This is an optimization exercise on Yosys and OpenROAD, whose aim is small area, not a production implementation.
Only simulation tests tie the RTL to the original design; equivalence was not proved.
Power and IR drop assume default switching activity.

## flow/config.mk

```make
export PLATFORM = sky130hd
export DESIGN_NAME = rv_exec_top
export DESIGN_NICKNAME = rv_exec_top
export VERILOG_FILES = /design/flow/design.v
export SDC_FILE = /design/flow/constraint.sdc
export NUM_CORES = 4
export LEC_CHECK = 0
export CAP_MARGIN = 15
export CORE_MARGIN = 2
export CORE_UTILIZATION = 40
export SETUP_SLACK_MARGIN = 0.25
export SLEW_MARGIN = 15
export SYNTH_HIERARCHICAL = 1
```

## flow/constraint.sdc

```tcl
create_clock -name core_clock -period 6.5 [get_ports {i_clk}]
set_input_delay 1.3000 -clock core_clock [delete_from_list [all_inputs] [get_ports {i_clk}]]
set_output_delay 1.3000 -clock core_clock [all_outputs]
set_load 0.01 [all_outputs]
```

## flow/design.v

```verilog
`timescale 1ns/100ps
package rv_pkg;
   localparam logic [6:0] OPC_LUI = 7'b0110111;
   localparam logic [6:0] OPC_OP = 7'b0110011;
   localparam logic [6:0] OPC_OPIMM = 7'b0010011;
endpackage
`timescale 1ns/100ps
module rv_decoder (
   input  logic [31:0] i_inst,
   output logic        o_lui,
   output logic        o_op,
   output logic        o_illegal
);
   logic [2:0] f3;
   logic [6:0] f7;
   logic opimm;
   assign f3 = i_inst[14:12];
   assign f7 = i_inst[31:25];
   assign o_lui = (i_inst[6:0] == rv_pkg::OPC_LUI);
   assign o_op = (i_inst[6:0] == rv_pkg::OPC_OP);
   assign opimm = (i_inst[6:0] == rv_pkg::OPC_OPIMM);
   always_comb begin
      if (o_lui) begin
         o_illegal = 1'b0;
      end else if (o_op) begin
         o_illegal = !((f7 == 7'h00) || ((f7 == 7'h20) && ((f3 == 3'd0) || (f3 == 3'd5))));
      end else if (opimm) begin
         o_illegal = ((f3 == 3'd1) && (f7 != 7'h00)) ||
                     ((f3 == 3'd5) && (f7 != 7'h00) && (f7 != 7'h20));
      end else begin
         o_illegal = 1'b1;
      end
   end
endmodule
module rv_sel_dec (
   input  logic        i_en,
   input  logic [4:0]  i_a,
   output logic [31:1] o_sel
);
   always_comb begin
      for (int r = 1; r < 32; r++) begin
         o_sel[r] = i_en && (i_a == 5'(r));
      end
   end
endmodule
`timescale 1ns/100ps
module rv_aoi222 (
   input  logic a1, a2, b1, b2, c1, c2,
   output logic y
);
   assign y = ~((a1 & a2) | (b1 & b2) | (c1 & c2));
endmodule
module rv_nand2 (
   input  logic a, b,
   output logic y
);
   assign y = ~(a & b);
endmodule
module rv_nand3 (
   input  logic a, b, c,
   output logic y
);
   assign y = ~(a & b & c);
endmodule
module rv_nand4 (
   input  logic a, b, c, d,
   output logic y
);
   assign y = ~(a & b & c & d);
endmodule
module rv_or3 (
   input  logic a, b, c,
   output logic y
);
   assign y = a | b | c;
endmodule
module rv_nor2 (
   input  logic a, b,
   output logic y
);
   assign y = ~(a | b);
endmodule
module rv_oai22 (
   input  logic a1, a2, b1, b2,
   output logic y
);
   assign y = ~((a1 | a2) & (b1 | b2));
endmodule
module rv_ao22 (
   input  logic a1, a2, b1, b2,
   output logic y
);
   assign y = (a1 & a2) | (b1 & b2);
endmodule
module rv_inv (
   input  logic a,
   output logic y
);
   assign y = ~a;
endmodule
module rv_oa21 (
   input  logic a1, a2, b1,
   output logic y
);
   assign y = (a1 | a2) & b1;
endmodule
module rv_nand2b (
   input  logic an, b,
   output logic y
);
   assign y = ~(~an & b);
endmodule
module rv_xor2 (
   input  logic a, b,
   output logic y
);
   assign y = a ^ b;
endmodule
module rv_xnor2 (
   input  logic a, b,
   output logic y
);
   assign y = ~(a ^ b);
endmodule
module rv_rd_bit (
   input  logic [31:1] i_sel,
   input  logic [31:1] i_d,
   output logic        o_q
);
   logic [9:0] t;    
   logic       t31;
   logic [2:0] u;
   for (genvar k = 0; k < 10; k++) begin : g_aoi
      rv_aoi222 i_aoi (
         .a1 (i_sel[3*k+1]), .a2 (i_d[3*k+1]),
         .b1 (i_sel[3*k+2]), .b2 (i_d[3*k+2]),
         .c1 (i_sel[3*k+3]), .c2 (i_d[3*k+3]),
         .y  (t[k])
      );
   end
   rv_nand2 i_n31 (.a(i_sel[31]), .b(i_d[31]), .y(t31));
   rv_nand4 i_u0 (.a(t[0]), .b(t[1]), .c(t[2]), .d(t[3]), .y(u[0]));
   rv_nand4 i_u1 (.a(t[4]), .b(t[5]), .c(t[6]), .d(t[7]), .y(u[1]));
   rv_nand3 i_u2 (.a(t[8]), .b(t[9]), .c(t31), .y(u[2]));
   rv_or3 i_q (.a(u[0]), .b(u[1]), .c(u[2]), .y(o_q));
endmodule
module rv_rd_bitx (
   input  logic [31:1] i_sel,
   input  logic [31:1] i_d,
   input  logic        i_xn,
   output logic        o_q
);
   logic [9:0] t;
   logic       t31;
   logic [2:0] u;
   for (genvar k = 0; k < 10; k++) begin : g_aoi
      rv_aoi222 i_aoi (
         .a1 (i_sel[3*k+1]), .a2 (i_d[3*k+1]),
         .b1 (i_sel[3*k+2]), .b2 (i_d[3*k+2]),
         .c1 (i_sel[3*k+3]), .c2 (i_d[3*k+3]),
         .y  (t[k])
      );
   end
   rv_nand2 i_n31 (.a(i_sel[31]), .b(i_d[31]), .y(t31));
   rv_nand4 i_u0 (.a(t[0]), .b(t[1]), .c(t[2]), .d(t[3]), .y(u[0]));
   rv_nand4 i_u1 (.a(t[4]), .b(t[5]), .c(t[6]), .d(t[7]), .y(u[1]));
   rv_nand4 i_u2 (.a(t[8]), .b(t[9]), .c(t31), .d(i_xn), .y(u[2]));
   rv_or3 i_q (.a(u[0]), .b(u[1]), .c(u[2]), .y(o_q));
endmodule
module rv_regfile #(
   parameter int XLO = 0
) (
   input  logic [31:1]  i_sel,
   input  logic [991:0] i_mem,
   input  logic [31:0]  i_xn,
   output logic [31:0]  o_q
);
   for (genvar b = 0; b < 32; b++) begin : g_bit
      logic [31:1] d;
      for (genvar r = 1; r < 32; r++) begin : g_r
         assign d[r] = i_mem[32*(r-1) + b];
      end
      if (b >= XLO) begin : g_x
         rv_rd_bitx i_bit (.i_sel(i_sel), .i_d(d), .i_xn(i_xn[b]), .o_q(o_q[b]));
      end else begin : g_nx
         rv_rd_bit i_bit (.i_sel(i_sel), .i_d(d), .o_q(o_q[b]));
      end
   end
endmodule
`timescale 1ns/100ps
module rv_alu_carry (
   input  logic [31:0] i_pn,
   input  logic [31:0] i_gn,
   input  logic        i_cin,
   output logic [32:1] o_cn
);
   logic [31:0] gu [0:5];
   logic [31:0] pu [0:5];
   logic [31:0] gd [1:5];
   always_comb begin
      gu[0] = ~i_gn;
      pu[0] = ~i_pn;
      gu[0][0] = ~i_gn[0] | (~i_pn[0] & i_cin);
      for (int l = 1; l <= 5; l++) begin
         gu[l] = gu[l-1];
         pu[l] = pu[l-1];
         for (int i = 0; i < 32; i++) begin
            if (((i + 1) % (1 << l)) == 0) begin
               gu[l][i] = gu[l-1][i] | (pu[l-1][i] & gu[l-1][i - (1 << (l-1))]);
               pu[l][i] = pu[l-1][i] & pu[l-1][i - (1 << (l-1))];
            end
         end
      end
      gd[5] = gu[5];
      for (int l = 4; l >= 1; l--) begin
         gd[l] = gd[l+1];
         for (int i = 0; i < 32; i++) begin
            if ((((i + 1) % (1 << l)) == (1 << (l-1))) && (i >= (1 << l))) begin
               gd[l][i] = gd[l+1][i] | (pu[l-1][i] & gd[l+1][i - (1 << (l-1))]);
            end
         end
      end
      for (int i = 0; i < 32; i++) begin
         o_cn[i+1] = ~gd[1][i];
      end
   end
endmodule
module rv_alu_lt (
   input  logic i_pn31,
   input  logic i_cn31,
   input  logic i_cn32,
   input  logic i_a31,
   input  logic i_slt,
   input  logic i_sltu,
   output logic o_xn
);
   assign o_xn = ~((i_sltu & i_cn32) | (i_slt & (i_pn31 ? i_a31 : i_cn31)));
endmodule
module rv_alu (
   input  logic [31:0] i_a,
   input  logic [31:0] i_b,
   input  logic        i_inv,     
   input  logic        i_kpn,     
   input  logic        i_kcn,     
   input  logic        i_kgn,     
   input  logic        i_shift,   
   input  logic        i_left,    
   input  logic        i_sra,     
   input  logic        i_slt,
   input  logic        i_sltu,
   output logic [31:0] o_result
);
   logic [31:0] bx;
   logic [31:0] pn;
   logic [31:0] gn;
   logic [32:0] cn;
   logic [4:0]  s;
   logic [4:0]  sn;
   logic [31:0] sh [0:5];     
   logic        fill;
   logic        filln;
   logic [31:0] shn;          
   logic        ltn;
   logic [31:0] kpg;
   logic [31:0] cg;
   logic [31:0] ln;
   for (genvar i = 0; i < 32; i++) begin : g_pg
      rv_xor2 i_bx (.a(i_b[i]), .b(i_inv), .y(bx[i]));
      rv_xnor2 i_p (.a(i_a[i]), .b(bx[i]), .y(pn[i]));
      rv_nand2 i_g (.a(i_a[i]), .b(bx[i]), .y(gn[i]));
   end
   assign cn[0] = ~i_inv;
   rv_alu_carry i_carry (.i_pn(pn), .i_gn(gn), .i_cin(i_inv), .o_cn(cn[32:1]));
   assign fill = i_sra & i_a[31];
   assign filln = ~fill;
   assign s = {i_b[4] | ~i_shift, i_b[3:0]};
   assign sn = {~i_b[4] | ~i_shift, ~i_b[3:0]};
   for (genvar i = 0; i < 32; i++) begin : g_rev
      rv_oai22 i_m (
         .a1 (i_a[31-i]), .a2 (~i_left),
         .b1 (i_a[i]),    .b2 (i_left),
         .y  (sh[0][i])
      );
   end
   for (genvar l = 0; l < 5; l++) begin : g_sh
      for (genvar i = 0; i < 32; i++) begin : g_b
         if (i + (1 << l) < 32) begin : g_in
            rv_oai22 i_m (
               .a1 (sh[l][i + (1 << l)]), .a2 (sn[l]),
               .b1 (sh[l][i]),            .b2 (s[l]),
               .y  (sh[l+1][i])
            );
         end else begin : g_fill
            rv_oai22 i_m (
               .a1 ((l % 2 == 0) ? filln : fill), .a2 (sn[l]),
               .b1 (sh[l][i]),                    .b2 (s[l]),
               .y  (sh[l+1][i])
            );
         end
      end
   end
   for (genvar i = 0; i < 32; i++) begin : g_out
      rv_oai22 i_m (
         .a1 (sh[5][31-i]), .a2 (~i_left),
         .b1 (sh[5][i]),    .b2 (i_left),
         .y  (shn[i])
      );
   end
   rv_alu_lt i_lt (
      .i_pn31 (pn[31]), .i_cn31 (cn[31]), .i_cn32 (cn[32]), .i_a31 (i_a[31]),
      .i_slt (i_slt), .i_sltu (i_sltu), .o_xn (ltn)
   );
   for (genvar i = 0; i < 32; i++) begin : g_res
      rv_nor2 i_kp (.a(pn[i]), .b(i_kpn), .y(kpg[i]));
      rv_oai22 i_cg (.a1(cn[i]), .a2(i_kcn), .b1(gn[i]), .b2(i_kgn), .y(cg[i]));
      rv_xnor2 i_l (.a(kpg[i]), .b(cg[i]), .y(ln[i]));
      if (i == 0) begin : g_lt
         rv_nand3 i_o (.a(ln[i]), .b(shn[i]), .c(ltn), .y(o_result[i]));
      end else begin : g_nlt
         rv_nand2 i_o (.a(ln[i]), .b(shn[i]), .y(o_result[i]));
      end
   end
endmodule
`timescale 1ns/100ps
module stage_delay (
   input  logic i_clk,
   input  logic i_rst,
   input  logic i_d,
   output logic o_q
);
   always_ff @(posedge i_clk) begin
      o_q <= i_d & ~i_rst;
   end
endmodule
`timescale 1ns/100ps
module rv_exec_top (
   input  logic          i_clk,
   input  logic          i_rst,
   input  logic          i_valid,
   input  logic [31:0]   i_inst,
   output logic          o_wb_valid,
   output logic          o_wb_illegal,
   output logic [4:0]    o_wb_rd,
   output logic [31:0]   o_wb_data
);
   logic dec_lui;
   logic dec_op;
   logic dec_illegal;
   logic        s1_valid;
   logic        s1_illegal;
   logic        s1_lui;
   logic        s1_op;
   logic [31:7] s1_inst;
   logic        s2_valid;
   logic        s2_illegal;
   logic [4:0]  s2_rd;
   logic [31:0] s2_data;
   logic        s3_valid;
   logic        s3_illegal;
   logic [4:0]  s3_rd;
   logic [31:0] s3_data;
   logic [31:0]  mem [1:31];
   logic [991:0] mem_flat;
   logic [31:1]  wsel;
   logic [31:1]  rsel1;
   logic [31:1]  rsel2;
   logic [31:0] rs1_val;
   logic [31:0] rs2_val;
   logic        imm;
   logic [31:0] x1n;
   logic [31:0] x2n;
   logic [2:0]  f3;
   logic        alt;
   logic [31:0] result;
   rv_decoder i_rv_decoder (
      .i_inst    (i_inst),
      .o_lui     (dec_lui),
      .o_op      (dec_op),
      .o_illegal (dec_illegal)
   );
   always_ff @(posedge i_clk) begin
      s1_valid <= i_valid && !i_rst;
      s2_valid <= s1_valid && !i_rst;
      s3_valid <= s2_valid && !i_rst;
   end
   always_ff @(posedge i_clk) begin
      s1_illegal <= dec_illegal;
      s1_lui <= dec_lui;
      s1_op <= dec_op;
      s1_inst <= i_inst[31:7];
      s2_illegal <= s1_illegal;
      s2_rd <= s1_inst[11:7];
      s2_data <= result;
      s3_illegal <= s2_illegal;
      s3_rd <= s2_rd;
      s3_data <= s2_data;
   end
   rv_sel_dec i_wdec (.i_en(s3_valid && !s3_illegal), .i_a(s3_rd), .o_sel(wsel));
   for (genvar r = 1; r < 32; r++) begin : g_reg
      logic        wseln;
      logic [31:0] nxt;
      rv_inv i_wn (.a(wsel[r]), .y(wseln));
      for (genvar b = 0; b < 32; b++) begin : g_bit
         rv_ao22 i_hold (.a1(wsel[r]), .a2(s3_data[b]), .b1(wseln), .b2(mem[r][b]), .y(nxt[b]));
      end
      always_ff @(posedge i_clk) begin
         mem[r] <= nxt;
      end
   end
   always_comb begin
      for (int r = 1; r < 32; r++) begin
         mem_flat[32*(r-1) +: 32] = mem[r];
      end
   end
   rv_sel_dec i_rdec1 (.i_en(!s1_lui), .i_a(s1_inst[19:15]), .o_sel(rsel1));
   rv_sel_dec i_rdec2 (.i_en(s1_op), .i_a(s1_inst[24:20]), .o_sel(rsel2));
   assign imm = !s1_op && !s1_lui;
   assign x1n = ~({s1_inst[31:12], 12'b0} & {32{s1_lui}});
   assign x2n = ~({{20{s1_inst[31]}}, s1_inst[31:20]} & {32{imm}});
   rv_regfile #(.XLO(12)) i_rd1 (.i_sel(rsel1), .i_mem(mem_flat), .i_xn(x1n), .o_q(rs1_val));
   rv_regfile #(.XLO(0)) i_rd2 (.i_sel(rsel2), .i_mem(mem_flat), .i_xn(x2n), .o_q(rs2_val));
   assign f3 = s1_inst[14:12];
   assign alt = s1_inst[30];
   rv_alu i_rv_alu (
      .i_a      (rs1_val),
      .i_b      (rs2_val),
      .i_inv    (!s1_lui && ((f3 == 3'd0) ? (s1_op && alt) : (f3[2:1] == 2'b01))),
      .i_kpn    (!(s1_lui || (f3 == 3'd0) || (f3 == 3'd4) || (f3 == 3'd6))),
      .i_kcn    (!(s1_lui || (f3 == 3'd0))),
      .i_kgn    (!(!s1_lui && f3[2] && f3[1])),
      .i_shift  (!s1_lui && (f3[1:0] == 2'b01)),
      .i_left   (!s1_lui && (f3 == 3'd1)),
      .i_sra    (!s1_lui && (f3 == 3'd5) && alt),
      .i_slt    (!s1_lui && (f3 == 3'd2)),
      .i_sltu   (!s1_lui && (f3 == 3'd3)),
      .o_result (result)
   );
   assign o_wb_valid = s3_valid;
   assign o_wb_illegal = s3_illegal;
   assign o_wb_rd = s3_rd;
   assign o_wb_data = s3_data;
endmodule
```

## flow/flow/run.sh

```bash
#!/bin/bash
# Layout: the standard flow (standard.sh, ORFS) with a lighter clock tree
# and small port buffers.
set -euo pipefail

# port buffers: a small buffer instead of the default pick
export BUFFER_PORTS_ARGS="-buffer_cell sky130_fd_sc_hd__buf_1"
# clock tree: bigger sink clusters of clkbuf_4, no dummy loads
export CTS_ARGS="-sink_clustering_enable -repair_clock_nets -sink_clustering_size 8 -sink_clustering_max_diameter 40 -buf_list sky130_fd_sc_hd__clkbuf_4 -dont_use_dummy_load"

bash standard.sh > standard.log 2>&1
```

## flow/standard.sh

```bash
#!/bin/bash
# synth_recipe.tcl (not shown) runs the flow's synth.tcl, then flattens the netlist and writes it again
# the make line also repeats each setting of config.mk as NAME=value (left out here)
make -C /OpenROAD-flow-scripts/flow DESIGN_CONFIG=/design/flow/config.mk WORK_HOME=/design/flow/orfs CLKGATE_MAP_FILE= SYNTH_SCRIPT=/design/flow/synth_recipe.tcl "${@:-finish}"
```

==> flow_metrics.py, run 1 <==
metrics = {
    "run_status": {
        "status": "timing/DRC/antenna clean",
    },
    "place": {
        "detailed_place_hpwl_um": 133000,
        "portBuffers": 73,
        "numPlacedInstances": 5506,
        "final_weighted_congestion_in_routability_driven_placement": 1.00,
    },
    "floorplan": {
        "die_w_um": 334,
        "placement_rows": 121,
        "initial_util_pct": 40.1,
        "io_pins": 74,
        "design.core.area_um2": 108000,
        "die_height_um": 334,
        "dieArea_um2": 111000,
    },
    "grt": {
        "first_global_vias": 40900,
        "grt_remaining_overflow": 0,
        "grt_start_max_net_pins": 65,
        "grt_first_pass_wirelength_um": 294000,
        "grt_antenna_before_repair": 27,
        "grt.total_usage_pct": 35.8,
    },
    "synth": {
        "synth_fp_nets": 3869,
        "yosysWarnings": 17,
        "synth_area_um2": 43500,
        "syn-instance-count": 3834,
        "syn_area_per_cell_um2": 11.4,
    },
    "detailed_routing": {
        "drtPass1Iterations": 15,
        "drt_iter0_markers": 10200,
        "route.detailed.drc": 0,
        "routed_wl_um": 212000,
        "detail_route.vias_per_cell": 7.83,
        "num_vias": 44600,
        "wire_per_inst_um": 37.2,
        "antenna_left": 0,
    },
    "worst_setup_path": {
        "critical_path.max_fanout": 12,
        "worst-endpoint-required_ns": 7.52,
        "timing.critical_path.to_type": "register",
        "cp-start-kind": "register",
        "setup.worst_path.class": "register to register",
        "timing.critical_path.arrival_ns": 7.21,
    },
    "pwr": {
        "p_total_mw": 11.4,
        "leakagePower_nw": 17.0,
        "power.ir.vdd_worst_mv": 0.145,
        "power.density_cell_area_nw_per_um2": 232,
    },
    "sta": {
        "skew_ns": 0.183,
        "period_share_pct": 95.3,
        "rsz0062_at_grt": "no",
        "whs_ns": 0.187,
        "max_slew.worst_pin.slew_ns": 1.26,
        "final.min_clock_period_ns": 6.20,
        "totalNegativeSetupSlack_ns": 0,
        "final-setup-viol-count": 0,
        "maxSlewHeadroom_pct": 16.0,
        "count_of_endpoints_failing_hold_in_the_final_timing_report": 0,
        "maxSlewViolCount": 0,
        "maximum_operating_frequency_mhz": 161,
    },
    "cts": {
        "cts_inserted_buffers": 173,
        "cts.clk_slew.worst_paths_ns": 0.10,
        "clock_tree.htree_level_count": 4,
        "post_cts.resized_instances": 0,
        "postcts_setup_bufs": 0,
        "worst_skew_pair.late_latency_ns": 1.24,
        "tritoncts": "done",
        "holdBufCountCts": 0,
        "clock-sinks": 1099,
        "root_buffer": "sky130_fd_sc_hd__clkbuf_4",
        "clk_path_buf_depth": 3,
    },
    "final_layout": {
        "post_route_cells_drive_above_1_share_pct": 11.5,
        "areaGrowthSynthToFinish_pct": 12.7,
        "layout.nets": 4309,
        "finish.cell_count_without_fillers": 5701,
    },
    "worst_hold_path": {
        "worstHoldPathType": "input pin to register",
    },
    "job": {
        "drv.max_cap_violation_count": 0,
    },
}
## flip-flops by register name (all words and copies together), names as in the netlist, 5 cells and up
| register | count |
|---|---|
| s3_rd | 5 |
| s2_data | 32 |
| s2_rd | 5 |
| s3_data | 32 |
| mem | 992 |
| s1_inst | 25 |
## path summary, 6_finish.rpt
check,to,cells past startpoint,startpoint,slack [ns]
min,s1_inst[25]$_DFF_P_,1,i_inst[25],0.19
max reg2reg,s2_data[0]$_DFF_P_,17,s1_inst[21]$_DFF_P_,0.30
min reg2reg,s3_rd[2]$_DFF_P_,0,s2_rd[2]$_DFF_P_,0.25
max,s2_data[0]$_DFF_P_,17,s1_inst[21]$_DFF_P_,0.30
## routing by layer
| layer | vias to the layer above | wire length [um] | track usage (%) |
|---|---|---|---|
| met1 | 21600 | 79300 | 46.5 |
| met2 | 4000 | 84200 | 49.2 |
| met3 | 826 | 32400 | 13.1 |
| met4 | 14 | 15900 | 24.1 |
| met5 | - | 158 | 0.0434 |
| li1 | 18200 | - | - |
## layout by cell type, fill, tap and decap left out, types with 3 or more instances in the layout
master,n
sky130_fd_sc_hd__nand3_1,15
sky130_fd_sc_hd__a22o_1,992
sky130_fd_sc_hd__buf_4,200
sky130_fd_sc_hd__or4b_4,3
sky130_fd_sc_hd__o21a_1,27
sky130_fd_sc_hd__diode_2,15
sky130_fd_sc_hd__nand2b_1,10
sky130_fd_sc_hd__and2_1,4
sky130_fd_sc_hd__clkinv_1,3
sky130_fd_sc_hd__nor2_4,80
sky130_fd_sc_hd__nand4b_1,10
sky130_fd_sc_hd__a222oi_1,640
sky130_fd_sc_hd__o31a_1,3
sky130_fd_sc_hd__or2_2,3
sky130_fd_sc_hd__o22ai_1,257
sky130_fd_sc_hd__a21oi_1,7
sky130_fd_sc_hd__nor2_1,44
sky130_fd_sc_hd__or4_1,3
sky130_fd_sc_hd__nand4bb_1,9
sky130_fd_sc_hd__clkbuf_4,173
sky130_fd_sc_hd__nand4_1,183
sky130_fd_sc_hd__nor2_2,18
sky130_fd_sc_hd__buf_1,73
sky130_fd_sc_hd__nand2_1,169
sky130_fd_sc_hd__nor2b_1,8
sky130_fd_sc_hd__or3_1,64
sky130_fd_sc_hd__dfxtp_1,1098
sky130_fd_sc_hd__inv_1,35
sky130_fd_sc_hd__xnor2_1,64
sky130_fd_sc_hd__xor2_1,32
sky130_fd_sc_hd__o21ai_0,11
## power by group
group          switching [mW]  leakage (nW)  internal (mW)
combinational           0.727          7.34          0.193
clock                    2.41         0.796           1.21
sequential             0.0572          8.88           6.80
total                    3.19          17.0           8.20
## critical path: stages (launching register included)
cell	delay, ns
sky130_fd_sc_hd__dfxtp_1	0.41
sky130_fd_sc_hd__nand2b_1	0.77
sky130_fd_sc_hd__nor2_2	0.47
sky130_fd_sc_hd__buf_4	0.30
sky130_fd_sc_hd__a222oi_1	0.47
sky130_fd_sc_hd__nand4_1	0.54
sky130_fd_sc_hd__or3_1	0.69
sky130_fd_sc_hd__xor2_1	0.22
sky130_fd_sc_hd__xnor2_1	0.23
sky130_fd_sc_hd__or4_1	0.55
sky130_fd_sc_hd__a21oi_1	0.13
sky130_fd_sc_hd__o31a_1	0.16
sky130_fd_sc_hd__nor2_1	0.07
sky130_fd_sc_hd__o31a_1	0.28
sky130_fd_sc_hd__o21a_1	0.19
sky130_fd_sc_hd__mux2_1	0.29
sky130_fd_sc_hd__a22oi_2	0.15
sky130_fd_sc_hd__nand3_1	0.10
## cell type report
cell class	instances	area [um^2]
antenna	15	37.5
timing repair buffer	275	1820
multi-input combinational	2685	22000
tap	1414	1770
clock buffer	173	1300
sequential	1099	22000
fill	10200	59400
inverter	40	150
## per-stage QoR
step / setup WS, ns / util (%) / instance area, um^2
finish: 0.304 / 45.2 / 49000
global route: 0.280 / 45.2 / 49000
CTS: 0.572 / 45.1 / 48900
detailed placement: 0.603 / 44.0 / 47600
global placement: 0.706 / 44.0 / 47600
floorplan: 0.778 / - / 43500
==> run 2: changes to the inputs <==
==> flow/flow/run.sh (replaced) <==
#!/bin/bash
# Layout: the standard flow (standard.sh, ORFS) with a lighter clock tree
# and small port buffers.
set -euo pipefail

# port buffers: a small buffer instead of the default pick
export BUFFER_PORTS_ARGS="-buffer_cell sky130_fd_sc_hd__buf_1"
# clock tree: bigger sink clusters of clkbuf_4, no dummy loads
export CTS_ARGS="-sink_clustering_enable -repair_clock_nets -sink_clustering_size 10 -sink_clustering_max_diameter 40 -buf_list sky130_fd_sc_hd__clkbuf_4 -dont_use_dummy_load"

bash standard.sh > standard.log 2>&1
==> run 2 against run 1 <==
Critical path depth unchanged. Clock-buffer cell count fell by 17. Sequential power is essentially flat. Largest power group unchanged. Largest cell class unchanged. Still clean on timing, DRC and antenna.
==> flow_metrics.py, run 2 <==
metrics = {
    "final_layout": {
        "largest_register": "mem",
        "post_route_cells_drive_above_1_share_pct": 11.1,
        "final_common_cell": "sky130_fd_sc_hd__dfxtp_1",
        "mostFrequentLayoutCells": "1098 x sky130_fd_sc_hd__dfxtp_1, 992 x sky130_fd_sc_hd__a22o_1, 640 x sky130_fd_sc_hd__a222oi_1",
        "max_ffs_per_register": 992,
        "areaGrowthSynthToFinish_pct": 12.4,
        "layout.nets": 4292,
        "layout_top_registers": "mem (992), s2_data (32), s3_data (32)",
        "finalCoreUtilization_pct": 45.1,
    },
    "floorplan": {
        "design.core.area_um2": 108000,
        "io_pins": 74,
        "die_w_um": 334,
        "die_height_um": 334,
        "dieArea_um2": 111000,
        "placement_rows": 121,
        "initial_util_pct": 40.1,
    },
    "grt": {
        "grt_remaining_overflow": 0,
        "first_global_vias": 40600,
        "grt_start_max_net_pins": 65,
        "grt_first_pass_wirelength_um": 293000,
        "grt_antenna_before_repair": 27,
        "grt.total_usage_pct": 35.8,
    },
    "synth": {
        "syn_area_per_cell_um2": 11.4,
        "syn-instance-count": 3834,
        "synth_area_um2": 43500,
        "yosysWarnings": 17,
        "synth_fp_nets": 3869,
    },
    "worst_setup_path": {
        "cp_cell_sequence": "nand4bb_1 > nor2_4 > a222oi_1 > nand4_1 > or3_1 > xor2_1 > xnor2_1 > a2111oi_1 > o21ai_1 > a211oi_2 > o31a_1 > nor2_1 > o31a_1 > o21a_1 > mux2_1 > a22oi_2 > nand3_1",
        "cpMaxStageDelayCell": "sky130_fd_sc_hd__nor2_4",
        "reg2reg_from": "s1_op$_DFF_P_",
        "crit_family": "simple AND/OR/NAND/NOR gates",
        "length_in_cells_of_the_worst_reg_to_reg_path": 17,
        "cpMostUsedCell": "sky130_fd_sc_hd__o31a_1",
        "cp.buffers_inverters": 0,
        "timing.critical_path.to_type": "register",
        "setup.worst_path.class": "register to register",
        "worst-endpoint-required_ns": 7.43,
        "r2r_setup_slack_ns": 0.34,
        "timing.rr.end": "s2_data[0]$_DFF_P_",
        "critical_path.max_fanout": 26,
        "timing.critical_path.arrival_ns": 7.08,
        "worst_path_largest_cell_delay_ns": 1.07,
        "cp-start-kind": "register",
    },
    "detailed_routing": {
        "wire_per_inst_um": 37.2,
        "drtPass1Iterations": 13,
        "routed_wl_um": 212000,
        "antenna_left": 0,
        "num_vias": 44500,
        "drt_iter0_markers": 10100,
        "route.detailed.drc": 0,
        "detail_route.vias_per_cell": 7.83,
    },
    "sta": {
        "period_share_pct": 94.7,
        "maxSlewViolCount": 0,
        "setup_ws_ns": 0.345,
        "final-setup-viol-count": 0,
        "final.min_clock_period_ns": 6.16,
        "rsz0062_at_grt": "no",
        "skew_ns": 0.183,
        "count_of_endpoints_failing_hold_in_the_final_timing_report": 0,
        "maximum_operating_frequency_mhz": 162,
        "max_slew.worst_pin.slew_ns": 1.26,
        "maxSlewHeadroom_pct": 15.9,
        "totalNegativeSetupSlack_ns": 0,
    },
    "cts": {
        "clock-sinks": 1099,
        "tritoncts": "done",
        "holdBufCountCts": 0,
        "cts.clk_slew.worst_paths_ns": 0.11,
        "clk_path_buf_depth": 3,
        "cts_inserted_buffers": 156,
        "worst_skew_pair.late_latency_ns": 1.15,
        "post_cts.resized_instances": 0,
        "root_buffer": "sky130_fd_sc_hd__clkbuf_4",
        "clock_tree.htree_level_count": 4,
    },
    "worst_hold_path": {
        "whs_endpoint": "s3_data[11]$_DFF_P_",
        "worstHoldPathType": "register to register",
        "worstHoldPathCells": 0,
        "holdCritStartpoint": "s2_data[11]$_DFF_P_",
    },
    "place": {
        "portBuffers": 73,
        "dp_worst_setup_slack_ns": 0.603,
        "detailed_place_hpwl_um": 133000,
        "final_weighted_congestion_in_routability_driven_placement": 1.00,
    },
    "run_status": {
        "status": "timing/DRC/antenna clean",
    },
    "pwr": {
        "leakagePower_nw": 16.9,
        "power.ir.vdd_worst_mv": 0.158,
        "power.density_cell_area_nw_per_um2": 229,
    },
    "job": {
        "drv.max_cap_violation_count": 0,
    },
}
## run 2: worst register-to-register path, stage by stage, from the launching register on
cell and delay (ns):
sky130_fd_sc_hd__dfxtp_1 0.55, sky130_fd_sc_hd__nand4bb_1 0.62, sky130_fd_sc_hd__nor2_4 1.08, sky130_fd_sc_hd__a222oi_1 0.30, sky130_fd_sc_hd__nand4_1 0.39, sky130_fd_sc_hd__or3_1 0.35, sky130_fd_sc_hd__xor2_1 0.25, sky130_fd_sc_hd__xnor2_1 0.15
sky130_fd_sc_hd__a2111oi_1 0.48, sky130_fd_sc_hd__o21ai_1 0.23, sky130_fd_sc_hd__a211oi_2 0.31, sky130_fd_sc_hd__o31a_1 0.18, sky130_fd_sc_hd__nor2_1 0.07, sky130_fd_sc_hd__o31a_1 0.28, sky130_fd_sc_hd__o21a_1 0.19, sky130_fd_sc_hd__mux2_1 0.29
sky130_fd_sc_hd__a22oi_2 0.15, sky130_fd_sc_hd__nand3_1 0.10
## run 2: where the power goes
part | total [mW] | leakage [nW] | switching (mW) | internal (mW)
Clock | 3.44 | 0.718 | 2.34 | 1.10
Combinational | 0.920 | 7.34 | 0.727 | 0.193
Sequential | 6.85 | 8.88 | 0.0569 | 6.80
## run 2: worst max-delay path by stage
stage / startpoint / to / slack [ns] / depth (start not counted)
floorplan: s1_op$_DFF_P_ / s2_data[0]$_DFF_P_ / 0.78 / 18
global placement: s1_op$_DFF_P_ / s2_data[0]$_DFF_P_ / 0.71 / 17
detailed placement: s1_op$_DFF_P_ / s2_data[0]$_DFF_P_ / 0.60 / 17
CTS: s1_op$_DFF_P_ / s2_data[0]$_DFF_P_ / 0.51 / 17
global route: s1_op$_DFF_P_ / s2_data[0]$_DFF_P_ / 0.27 / 17
finish: s1_op$_DFF_P_ / s2_data[0]$_DFF_P_ / 0.34 / 17
## run 2: routing by layer
layer | global-route usage, % | wire (um) | vias to the layer above
li1 | - | - | 18100
met1 | 46.6 | 79500 | 21600
met2 | 49.2 | 84400 | 3959
met3 | 12.7 | 31700 | 758
met4 | 24.0 | 15700 | 10
met5 | 0.825 | 168 | -
## run 2: cell type report
class                           count  area (um^2)
Fill cell                       10200        59500
Sequential cell                  1099        22000
Multi-Input combinational cell   2685        22000
Timing Repair Buffer              275         1800
Tap cell                         1414         1770
Clock buffer                      156         1170
Inverter                           40          150
Antenna cell                       13         32.5
## run 2: repair_timing
| action | in CTS | in global routing |
|---|---|---|
| endpoints found under the setup margin | 0 | 2 |
| setup buffers | 0 | 4 |
| endpoints found under the hold margin | 0 | 0 |
## run 2: per-stage QoR
stage                     hold WS, ns  cells  instance area, um^2  total power [mW]
final                           0.216   5682                48900              11.2
after detailed placement        0.312   5506                47600              7.88
after global routing            0.217   5674                48900              11.5
after CTS                       0.190   5662                48800              11.2
after global placement          0.311   5506                47600              7.88
after floorplan                 0.310   3834                43500              7.41
==> run 3: changes to the inputs <==
--- a/flow/config.mk
+++ b/flow/config.mk
@@ -8,5 +8,5 @@
 export CAP_MARGIN = 15
 export CORE_MARGIN = 2
-export CORE_UTILIZATION = 40
+export CORE_UTILIZATION = 60
 export SETUP_SLACK_MARGIN = 0.25
 export SLEW_MARGIN = 15
==> run 3 against run 2 <==
Utilization up 22 points. Clock power down 4%. Register-to-register slack better by 0.04 ns. Non-clock buffer count down 5. Hold slack better by 0.025 ns. Routed wire length about the same. Sequential share of layout area up 0.68 points. Critical path depth unchanged. Largest power group unchanged.
==> flow_metrics.py, run 3 <==
metrics = {
    "sta": {
        "final-setup-viol-count": 0,
        "max_slew.worst_pin.slew_ns": 1.22,
        "totalNegativeSetupSlack_ns": 0,
        "maximum_operating_frequency_mhz": 163,
        "skew_ns": 0.147,
        "final.min_clock_period_ns": 6.12,
        "maxSlewHeadroom_pct": 18.4,
        "count_of_endpoints_failing_hold_in_the_final_timing_report": 0,
        "rsz0062_at_grt": "no",
        "maxSlewViolCount": 0,
        "period_share_pct": 94.1,
    },
    "detailed_routing": {
        "drtPass1Iterations": 23,
        "num_vias": 47400,
        "routed_wl_um": 212000,
        "drt_iter0_markers": 14600,
        "wire_per_inst_um": 40.6,
        "antenna_left": 0,
        "route.detailed.drc": 0,
        "detail_route.vias_per_cell": 9.10,
    },
    "worst_setup_path": {
        "cp-start-kind": "register",
        "worst-endpoint-required_ns": 7.39,
        "critical_path.max_fanout": 25,
        "cp_cell_sequence": "nand4bb_1 > nor2_4 > a222oi_1 > nand4_1 > or3_1 > xor2_1 > xnor2_1 > a2111oi_1 > o21ai_1 > a211oi_2 > o31a_1 > nor2_1 > o31a_1 > o21a_1 > mux2_1 > a22oi_2 > nand3_1",
        "timing.critical_path.to_type": "register",
        "crit_family": "simple AND/OR/NAND/NOR gates",
        "cp.buffers_inverters": 0,
        "timing.critical_path.arrival_ns": 7.01,
        "cpMostUsedCell": "sky130_fd_sc_hd__o31a_1",
        "setup.worst_path.class": "register to register",
        "cpMaxStageDelayCell": "sky130_fd_sc_hd__nor2_4",
        "worst_path_largest_cell_delay_ns": 1.01,
    },
    "grt": {
        "grt_antenna_before_repair": 38,
        "grtUsageMet1_pct": 66.9,
        "first_global_vias": 44100,
        "grt_start_max_net_pins": 65,
        "grt_first_pass_wirelength_um": 300000,
        "grt_remaining_overflow": 0,
        "use_met2_pct": 72.4,
        "grt-busiest-layer": "met2",
        "grt.total_usage_pct": 54.2,
        "gr-usage-met3_pct": 28.2,
    },
    "synth": {
        "syn-instance-count": 3834,
        "syn_area_per_cell_um2": 11.4,
        "synth_fp_nets": 3869,
        "synth_area_um2": 43500,
        "yosysWarnings": 17,
    },
    "job": {
        "drv.max_cap_violation_count": 0,
    },
    "final_layout": {
        "layout_top_registers": "mem (992), s2_data (32), s3_data (32)",
        "areaGrowthSynthToFinish_pct": 10.7,
        "max_ffs_per_register": 992,
        "post_route_cells_drive_above_1_share_pct": 10.8,
        "mostFrequentLayoutCells": "1099 x sky130_fd_sc_hd__dfxtp_1, 992 x sky130_fd_sc_hd__a22o_1, 640 x sky130_fd_sc_hd__a222oi_1",
        "layout.nets": 4274,
        "final_common_cell": "sky130_fd_sc_hd__dfxtp_1",
        "largest_register": "mem",
        "finalCoreUtilization_pct": 67.3,
    },
    "pwr": {
        "cellInternalPower_mw": 8.02,
        "p_switching_mw": 3.03,
        "share_comb_of_total_power_pct": 8.0,
        "leakagePower_nw": 16.9,
        "power.switching_fraction_pct": 27.4,
        "proportion_of_power_drawn_by_flip_flops_and_latches_pct": 62.2,
        "power.ir.vdd_worst_mv": 0.220,
        "clockPowerShare_pct": 29.7,
        "p_total_mw": 11.0,
        "power.density_cell_area_nw_per_um2": 229,
    },
    "cts": {
        "post_cts.resized_instances": 0,
        "root_buffer": "sky130_fd_sc_hd__clkbuf_4",
        "holdBufCountCts": 0,
        "clock-sinks": 1099,
        "clk_path_buf_depth": 3,
        "postcts_setup_bufs": 0,
        "cts.clk_slew.worst_paths_ns": 0.10,
        "worst_skew_pair.late_latency_ns": 1.11,
        "clock_tree.htree_level_count": 4,
        "tritoncts": "done",
        "cts_inserted_buffers": 146,
    },
    "floorplan": {
        "initial_util_pct": 60.8,
        "die_height_um": 273,
        "placement_rows": 98,
        "io_pins": 74,
        "die_w_um": 273,
        "design.core.area_um2": 71600,
        "dieArea_um2": 74700,
    },
    "run_status": {
        "status": "timing/DRC/antenna clean",
    },
    "place": {
        "detailed_place_hpwl_um": 132000,
        "final_weighted_congestion_in_routability_driven_placement": 1.09,
        "portBuffers": 73,
    },
    "worst_hold_path": {
        "worstHoldPathType": "register to register",
    },
}
[run 3: layout make-up]
| type | instances | area [um^2] |
|---|---|---|
| Sequential cell | 1099 | 22000 |
| Inverter | 40 | 150 |
| Multi-Input combinational cell | 2682 | 21900 |
| Tap cell | 950 | 1190 |
| Timing Repair Buffer | 270 | 1800 |
| Antenna cell | 25 | 62.6 |
| Fill cell | 5515 | 23400 |
| Clock buffer | 146 | 1100 |
[run 3: worst paths after layout]
| path | start | endpoint | slack (ns) | depth (start not counted) |
|---|---|---|---|---|
| max | s1_op$_DFF_P_ | s2_data[0]$_DFF_P_ | 0.38 | 17 |
| max reg2reg | s1_op$_DFF_P_ | s2_data[0]$_DFF_P_ | 0.38 | 17 |
| min reg2reg | s2_data[20]$_DFF_P_ | s3_data[20]$_DFF_P_ | 0.24 | 0 |
| min | s2_data[20]$_DFF_P_ | s3_data[20]$_DFF_P_ | 0.24 | 0 |
[run 3: stage by stage]
step,hold slack (ns),setup slack [ns],area [um^2],cells
floorplan,0.310,0.778,43500,3834
global placement,0.310,0.814,47000,5041
detailed placement,0.312,0.757,47000,5041
CTS,0.233,0.722,48100,5187
global route,0.238,0.324,48100,5197
finish,0.240,0.383,48200,5212
[run 3: power groups by stage]
stage	combinational (mW)	sequential [mW]	clock, mW
after CTS	0.819	6.87	3.23
after detailed placement	0.817	7.02	0
final	0.888	6.87	3.29
after global placement	0.803	7.02	0
after floorplan	0.282	7.13	0
after global routing	0.885	6.88	3.53
[run 3: layer usage]
metal	up-vias	routed length [um]
met5	-	359
met2	5610	78600
met1	22000	69000
met3	1672	42400
li1	18100	-
met4	24	21300
==> run 4: changes to the inputs <==
--- a/flow/config.mk
+++ b/flow/config.mk
@@ -8,5 +8,5 @@
 export CAP_MARGIN = 15
 export CORE_MARGIN = 2
-export CORE_UTILIZATION = 60
+export CORE_UTILIZATION = 50
 export SETUP_SLACK_MARGIN = 0.25
 export SLEW_MARGIN = 15
==> run 4 against run 3 <==
Clock power grew 2%. Hold slack worse by 0.018 ns. Clock skew is 0.018 ns lower. Still clean on timing, DRC and antenna. Utilization fell by 11 points. Via count shrank 2.7%. Cell area up 1.0%. Largest power group unchanged.
==> flow_metrics.py, run 4 <==
metrics = {
    "run_status": {
        "status": "timing/DRC/antenna clean",
    },
    "synth": {
        "yosysWarnings": 17,
        "synth_area_um2": 43500,
        "syn-instance-count": 3834,
        "synth_fp_nets": 3869,
        "syn_area_per_cell_um2": 11.4,
    },
    "final_layout": {
        "multi_input_area_um2": 22000,
        "post_route_cells_drive_above_1_share_pct": 11.1,
        "final_common_cell": "sky130_fd_sc_hd__dfxtp_1",
        "mostFrequentLayoutCells": "1098 x sky130_fd_sc_hd__dfxtp_1, 992 x sky130_fd_sc_hd__a22o_1, 640 x sky130_fd_sc_hd__a222oi_1",
        "finish.cell_count_without_fillers": 5428,
        "max_ffs_per_register": 992,
        "area.sequential_um2": 22000,
        "layout.nets": 4289,
        "areaGrowthSynthToFinish_pct": 11.8,
        "largest_register": "mem",
        "fillers": 7528,
        "layout_top_registers": "mem (992), s2_data (32), s3_data (32)",
        "finalCoreUtilization_pct": 56.3,
    },
    "detailed_routing": {
        "drt_iter0_markers": 11100,
        "route.detailed.drc": 0,
        "drtPass1Iterations": 20,
        "routed_wl_um": 218000,
        "num_vias": 46100,
        "wire_per_inst_um": 40.2,
        "detail_route.vias_per_cell": 8.50,
        "detailroute.wirelength.met3_um": 37200,
        "wl_met1_um": 76600,
        "wl_met2_um": 85900,
        "antenna_left": 0,
        "route.top_layer_used": "met5",
    },
    "pwr": {
        "clockPowerShare_pct": 30.2,
        "power.switching_fraction_pct": 27.6,
        "p_switching_mw": 3.08,
        "p_total_mw": 11.1,
        "share_comb_of_total_power_pct": 8.2,
        "cellInternalPower_mw": 8.06,
        "power.density_cell_area_nw_per_um2": 229,
        "proportion_of_power_drawn_by_flip_flops_and_latches_pct": 61.5,
        "power.ir.vdd_worst_mv": 0.184,
        "leakagePower_nw": 16.9,
    },
    "floorplan": {
        "design.core.area_um2": 86500,
        "die_height_um": 299,
        "dieArea_um2": 89400,
        "io_pins": 74,
        "placement_rows": 108,
        "die_w_um": 299,
        "initial_util_pct": 50.3,
    },
    "sta": {
        "maxSlewViolCount": 0,
        "maximum_operating_frequency_mhz": 162,
        "setup_ws_ns": 0.332,
        "final-setup-viol-count": 0,
        "totalNegativeSetupSlack_ns": 0,
        "count_of_endpoints_failing_hold_in_the_final_timing_report": 0,
        "maxSlewHeadroom_pct": 14.6,
        "skew_ns": 0.129,
        "final.min_clock_period_ns": 6.17,
        "period_share_pct": 94.9,
        "max_slew.worst_pin.slew_ns": 1.28,
        "rsz0062_at_grt": "no",
    },
    "cts": {
        "clock_tree.htree_level_count": 4,
        "clk_path_buf_depth": 3,
        "cts.clk_slew.worst_paths_ns": 0.10,
        "cts_inserted_buffers": 152,
        "clock-sinks": 1099,
        "holdBufCountCts": 0,
        "worst_skew_pair.late_latency_ns": 1.21,
        "tritoncts": "done",
        "root_buffer": "sky130_fd_sc_hd__clkbuf_4",
    },
    "worst_setup_path": {
        "reg2reg_from": "s1_op$_DFF_P_",
        "timing.critical_path.arrival_ns": 7.15,
        "worst-endpoint-required_ns": 7.48,
        "r2r_setup_slack_ns": 0.33,
        "timing.critical_path.to_type": "register",
        "length_in_cells_of_the_worst_reg_to_reg_path": 16,
        "timing.rr.end": "s2_data[0]$_DFF_P_",
        "setup.worst_path.class": "register to register",
        "cp-start-kind": "register",
        "crit_path_start": "s1_op$_DFF_P_",
        "critical_path.max_fanout": 12,
        "timing.critical_path.to": "s2_data[0]$_DFF_P_",
    },
    "job": {
        "drv.max_cap_violation_count": 0,
    },
    "grt": {
        "grt_antenna_before_repair": 47,
        "first_global_vias": 42200,
        "grt_first_pass_wirelength_um": 305000,
        "grt_start_max_net_pins": 65,
        "grt.total_usage_pct": 46.2,
        "grt_remaining_overflow": 0,
    },
    "place": {
        "dp_worst_setup_slack_ns": 0.498,
        "numPlacedInstances": 5245,
        "detailed_place_hpwl_um": 137000,
        "final_weighted_congestion_in_routability_driven_placement": 1.04,
        "portBuffers": 73,
    },
    "worst_hold_path": {
        "worstHoldPathType": "input pin to register",
    },
}
-- run 4: repair_timing --
| action | 4_1_cts | 5_1_grt |
|---|---|---|
| setup buffers | 0 | 4 |
| endpoints found under the setup margin | 0 | 6 |
| resized for setup | 0 | 6 |
-- run 4: layout make-up --
class,instances,share of cell area (%)
Tap cell,1155,2.97
Timing Repair Buffer,273,3.81
Sequential cell,1099,45.2
Multi-Input combinational cell,2688,45.2
Inverter,40,0.309
Antenna cell,21,0.108
Clock buffer,152,2.35
-- run 4: per-layer routing --
layer,up-vias,global-route usage [%]
met2,4613,64.5
li1,18200,-
met4,28,29.5
met1,22300,58.8
met3,1044,18.8
met5,-,0
-- run 4: worst min path at each step --
stage | from | to | slack [ns] | cells past startpoint
2_1_floorplan | s1_illegal$_DFF_P_ | s2_illegal$_DFF_P_ | 0.31 | 0
6_report | i_inst[9] | s1_inst[9]$_DFF_P_ | 0.22 | 1
5_1_grt | i_inst[8] | s1_inst[8]$_DFF_P_ | 0.18 | 1
4_1_cts | i_inst[7] | s1_inst[7]$_DFF_P_ | 0.19 | 1
3_3_place_gp | s2_data[26]$_DFF_P_ | s3_data[26]$_DFF_P_ | 0.31 | 0
3_5_place_dp | s2_data[7]$_DFF_P_ | s3_data[7]$_DFF_P_ | 0.31 | 0
-- run 4: worst max-delay path, cell delays in order (launching register included) --
cell                        delay (ns)
sky130_fd_sc_hd__dfxtp_1          0.60
sky130_fd_sc_hd__nand4bb_2        0.66
sky130_fd_sc_hd__nor2_2           1.18
sky130_fd_sc_hd__a222oi_1         0.38
sky130_fd_sc_hd__nand4_1          0.38
sky130_fd_sc_hd__or3_1            0.25
sky130_fd_sc_hd__xor2_1           0.34
sky130_fd_sc_hd__xnor2_1          0.20
sky130_fd_sc_hd__or4_1            0.55
sky130_fd_sc_hd__a21oi_1          0.12
sky130_fd_sc_hd__o31a_1           0.17
sky130_fd_sc_hd__nor2_1           0.09
sky130_fd_sc_hd__o31a_1           0.29
sky130_fd_sc_hd__o21a_1           0.19
sky130_fd_sc_hd__mux2_1           0.30
sky130_fd_sc_hd__a22oi_2          0.15
sky130_fd_sc_hd__nand3_1          0.10
-- run 4: stage by stage --
step	cell area, um^2	hold WS, ns
after CTS	48500	0.190
final	48700	0.222
after detailed placement	47300	0.312
after global placement	47300	0.311
after floorplan	43500	0.310
after global routing	48600	0.178
-- run 4: power groups by stage --
stage / registers (mW) / clock network, mW / logic [mW]
3_3_place_gp: 7.00 / 0 / 0.839
6_report: 6.86 / 3.37 / 0.915
3_5_place_dp: 7.01 / 0 / 0.851
5_1_grt: 6.86 / 3.65 / 0.919
2_1_floorplan: 7.13 / 0 / 0.282
4_1_cts: 6.85 / 3.36 / 0.853

-- port drivers added, routing unchanged --
No port has a modelled driver above. Below, the same layouts with a new extraction and two added sets of constraints. Step 1: set_driving_cell puts a clkbuf_16 on i_clk and a buf_2 on each other input, an assumption about the parent block. Step 2 moves the port delays by t, midway between the first and last clock arrival at a register: inputs arrive t later, outputs are due t later. That takes back most of the time a late clock gives input paths. Three values: no drivers, after step 1, after step 2; two values: the first two.
run	t (ns)	slack for setup (ns)	hold WS [ns]	slew at the worst register clock pin (ns)
run 1	1.220	0.304 / 0.304 / 0.304	0.187 / 0.149 / 0.249	0.11 / 0.11
run 2	1.123	0.345 / 0.345 / 0.345	0.216 / 0.216 / 0.216	0.12 / 0.12
run 3	1.104	0.383 / 0.383 / 0.383	0.240 / 0.240 / 0.240	0.12 / 0.12
run 4	1.214	0.332 / 0.332 / 0.332	0.222 / 0.181 / 0.272	0.12 / 0.12
After both steps setup and hold are still met in every run listed.
